What follows belongs to an exercise in optimizing a design on an open flow for small area, a short achievable clock period and few clock cycles per item; a production flow would make more cautious choices.
Only simulation tests tie the RTL to the original design; equivalence was not proved.
Power figures rest on the tool's default switching activity, not on a simulated workload.

Design data_cache, start of the top module:
module data_cache #(
    parameter int INDEX_BITS = 3
) (
    input  logic         CLK,
    input  logic         RESET,
    input  logic [3:0]   READ,
    input  logic [2:0]   WRITE,
    input  logic [31:0]  ADDRESS,
    input  logic [31:0]  WRITEDATA,
    output logic [31:0]  READDATA,
    output logic         BUSY_WAIT,
    output logic         MEM_READ,
    output logic         MEM_WRITE,
    output logic [27:0]  MEM_ADDRESS,
    output logic [127:0] MEM_WRITEDATA,
    input  logic [127:0] MEM_READDATA,
    input  logic         MEM_BUSYWAIT
);
    localparam int TAG_BITS = 28 - INDEX_BITS;
    localparam int LINES = 1 << INDEX_BITS;
    logic [127:0] data_arr [LINES];
    logic [TAG_BITS-1:0] tag_arr [LINES];
    logic [LINES-1:0] valid, dirty;
    logic [INDEX_BITS-1:0] idx;
    logic [TAG_BITS-1:0] tag, victim_tag;
    logic [31:0] pick_line, pick_mem;
    logic [3:0] upsel;
    logic [LINES-1:0] dec, match;
    logic [127:0] line;
    logic [31:0] store_lanes;
    logic [15:0] byte_sel, rsel0, rsel1;
    logic [3:0] wsel;
  ...
==> flow/config.mk <==
export PLATFORM = sky130hd
export DESIGN_NAME = data_cache
export DESIGN_NICKNAME = data_cache
export VERILOG_FILES = /design/flow/design.v
export SDC_FILE = /design/flow/constraint.sdc
export NUM_CORES = 4
export LEC_CHECK = 0
export CAP_MARGIN = 30
export CORE_MARGIN = 2
export CORE_UTILIZATION = 50
export CTS_CLUSTER_DIAMETER = 80
export CTS_CLUSTER_SIZE = 25
export PLACE_DENSITY = 0.65
export SETUP_SLACK_MARGIN = 1.6
export SLEW_MARGIN = 20
export SYNTH_HIERARCHICAL = 1
==> flow/constraint.sdc <==
create_clock -name core_clock -period 5.5 [get_ports {CLK}]
set_input_delay 1.1000 -clock core_clock [delete_from_list [all_inputs] [get_ports {CLK}]]
set_output_delay 1.1000 -clock core_clock [all_outputs]
set_load 0.01 [all_outputs]
standard.sh (not shown) runs the stock make flow with config.mk's settings and CLKGATE_MAP_FILE= SYNTH_SCRIPT=/design/flow/synth_recipe.tcl, a recipe that flattens the netlist after the stock synthesis.
==> flow/flow/run.sh <==
#!/bin/bash
# The standard ORFS layout with two changes to how it is made: the port buffers are a
# plain buffer cell (buf_1) instead of the delay cell buffer_ports picks by default, and
# the resizer may swap a cell for any cell of the same function, not only one with the
# same footprint. Synthesis is the standard one, run unchanged.
set -uo pipefail
bash standard.sh synth > flow_synth.log 2>&1 || exit 1
bash standard.sh MATCH_CELL_FOOTPRINT=0 \
    "BUFFER_PORTS_ARGS=-buffer_cell sky130_fd_sc_hd__buf_1" finish > flow_layout.log 2>&1 || exit 1
The first run completed without violations.
Testbench counts at the start, summed over its fixed seeds: cycles 66,184, accesses 24,000.
==> next run, changes <==
==> flow/flow/run.sh (replaced) <==
#!/bin/bash
# The standard ORFS layout with two changes to how it is made: the port buffers are a
# plain buffer cell (buf_2) instead of the delay cell buffer_ports picks by default, and
# the resizer may swap a cell for any cell of the same function, not only one with the
# same footprint. Synthesis is the standard one, run unchanged.
set -uo pipefail
bash standard.sh synth > flow_synth.log 2>&1 || exit 1
bash standard.sh MATCH_CELL_FOOTPRINT=0 \
    "BUFFER_PORTS_ARGS=-buffer_cell sky130_fd_sc_hd__buf_2" finish > flow_layout.log 2>&1 || exit 1
==> flow/config.mk (replaced) <==
export PLATFORM = sky130hd
export DESIGN_NAME = data_cache
export DESIGN_NICKNAME = data_cache
export VERILOG_FILES = /design/flow/design.v
export SDC_FILE = /design/flow/constraint.sdc
export NUM_CORES = 4
export LEC_CHECK = 0
export CAP_MARGIN = 20
export CORE_MARGIN = 2
export CORE_UTILIZATION = 40
export PLACE_DENSITY = 0.6
export SETUP_SLACK_MARGIN = 1.2
export SLEW_MARGIN = 20
export SYNTH_HIERARCHICAL = 1
The new run ran to the end with no violations.
Synthesized area stays the same.
Core utilization fell by 10 points.
Power went up by about 20%.
Worst hold slack barely changes.
Combinational power barely changes.
Design area came out higher by 3.7%.
Sequential power hardly moves.
Wire length is higher by about 6%.
==> next run, changes <==
--- a/flow/config.mk
+++ b/flow/config.mk
@@ -10,2 +10,4 @@
 export CORE_UTILIZATION = 40
+export CTS_CLUSTER_DIAMETER = 80
+export CTS_CLUSTER_SIZE = 25
 export PLACE_DENSITY = 0.6
The new run passed the timing, DRC and antenna checks.
Maximum frequency is about the same.
Global-route usage is about the same.
Routed wire length goes down by 1.0%.
Power goes down by 13%.
Die area does not change.
Via count goes down by 1.3%.
==> next run, changes <==
==> flow/flow/run.sh (replaced) <==
#!/bin/bash
# The standard ORFS layout with two changes to how it is made: the port buffers are a
# plain buffer cell (buf_1) instead of the delay cell buffer_ports picks by default, and
# the resizer may swap a cell for any cell of the same function, not only one with the
# same footprint. Synthesis is the standard one, run unchanged.
set -uo pipefail
bash standard.sh synth > flow_synth.log 2>&1 || exit 1
bash standard.sh MATCH_CELL_FOOTPRINT=0 \
    "BUFFER_PORTS_ARGS=-buffer_cell sky130_fd_sc_hd__buf_1" finish > flow_layout.log 2>&1 || exit 1
--- a/flow/config.mk
+++ b/flow/config.mk
@@ -7,8 +7,8 @@
 export LEC_CHECK = 0
-export CAP_MARGIN = 20
+export CAP_MARGIN = 30
 export CORE_MARGIN = 2
-export CORE_UTILIZATION = 40
+export CORE_UTILIZATION = 60
 export CTS_CLUSTER_DIAMETER = 80
 export CTS_CLUSTER_SIZE = 25
-export PLACE_DENSITY = 0.6
+export PLACE_DENSITY = 0.75
 export SETUP_SLACK_MARGIN = 1.2
Power shrinks by 6.0%. Final cell count shrinks by 9.1%. Design area drops by 1.8%. Synthesized cell count stays the same. Via count rose by 1.8%. Hold slack is about the same. Worst setup slack got worse by 0.0060 ns.

data_cache, a different RTL version from the one above (not shown whole).
For scale: about 390 I/O pins, roughly 0.059 mm2 of cells after synthesis.
export LEC_CHECK = 0
export CAP_MARGIN = 30
export CORE_MARGIN = 2
export CORE_UTILIZATION = 50
export CTS_CLUSTER_DIAMETER = 80
export CTS_CLUSTER_SIZE = 25
export PLACE_DENSITY = 0.65
export SETUP_SLACK_MARGIN = 1.2
export SLEW_MARGIN = 20
export SYNTH_HIERARCHICAL = 1
create_clock -name core_clock -period 5.5 [get_ports {CLK}]
==> flow/flow/run.sh <==
#!/bin/bash
# The standard ORFS layout with two changes to how it is made: the port buffers are a
# plain buffer cell (buf_1) instead of the delay cell buffer_ports picks by default, and
# the resizer may swap a cell for any cell of the same function, not only one with the
# same footprint. Synthesis is the standard one, run unchanged.
set -uo pipefail
bash standard.sh synth > flow_synth.log 2>&1 || exit 1
bash standard.sh MATCH_CELL_FOOTPRINT=0 \
    "BUFFER_PORTS_ARGS=-buffer_cell sky130_fd_sc_hd__buf_1" finish > flow_layout.log 2>&1 || exit 1
The first run finished clean.
Testbench counts at the start, summed over its fixed seeds: cycles 66,184, accesses 24,000.
Next try:
--- a/flow/config.mk
+++ b/flow/config.mk
@@ -13,3 +13,3 @@
 export PLACE_DENSITY = 0.65
-export SETUP_SLACK_MARGIN = 1.2
+export SETUP_SLACK_MARGIN = 0.6
 export SLEW_MARGIN = 20
Sequential power stays flat.
Setup slack degrades by 0.25 ns.
Critical path depth goes down by 1.
Synthesized cell count does not change.

## re-timing with driven ports
The results above use ideal ports. As a check the final layouts listed here were re-extracted and re-timed, cells and wires unchanged.
Step 1, drivers: a clkbuf_16 drives CLK and a buf_2 each remaining input, both assumed.
Step 2 adds t to the input delays and takes it off the output delays; t is the mean of the earliest and latest rising clock arrival at the registers after step 1. Input paths then give back, and output paths get back, about the clock's delay inside the block.
Slacks: ideal ports / drivers / drivers and shift; pairs: ideal ports / drivers.
| run | t (ns) | setup slack, ns | worst setup path at the end | clock arrival spread, ns | pins driven straight from the clock port |
|---|---|---|---|---|---|
| the first run of note 1 | 0.801 | 0.407 / 0.295 / 0.295 | input to output | 0.066 / 0.066 | 1 |
| the second run of note 1 | 0.839 | 0.346 / 0.207 / 0.207 | input to output | 0.052 / 0.051 | 1 |
| the third run of note 1 | 0.770 | 0.340 / 0.202 / 0.202 | input to output | 0.063 / 0.063 | 1 |
| the fourth run of note 1 | 0.772 | 0.334 / 0.289 / 0.289 | input to output | 0.070 / 0.070 | 1 |
| the first run of note 2 | 0.763 | 0.709 / 0.590 / 0.451 | input to register | 0.043 / 0.044 | 1 |
| the second run of note 2 | 0.810 | 0.459 / 0.349 / 0.349 | input to output | 0.042 / 0.043 | 1 |
After both steps setup and hold are still met in every run listed. The setup slack of the first run of note 2, which loses most, moves by -0.119 ns with the drivers and by -0.258 ns with both steps.
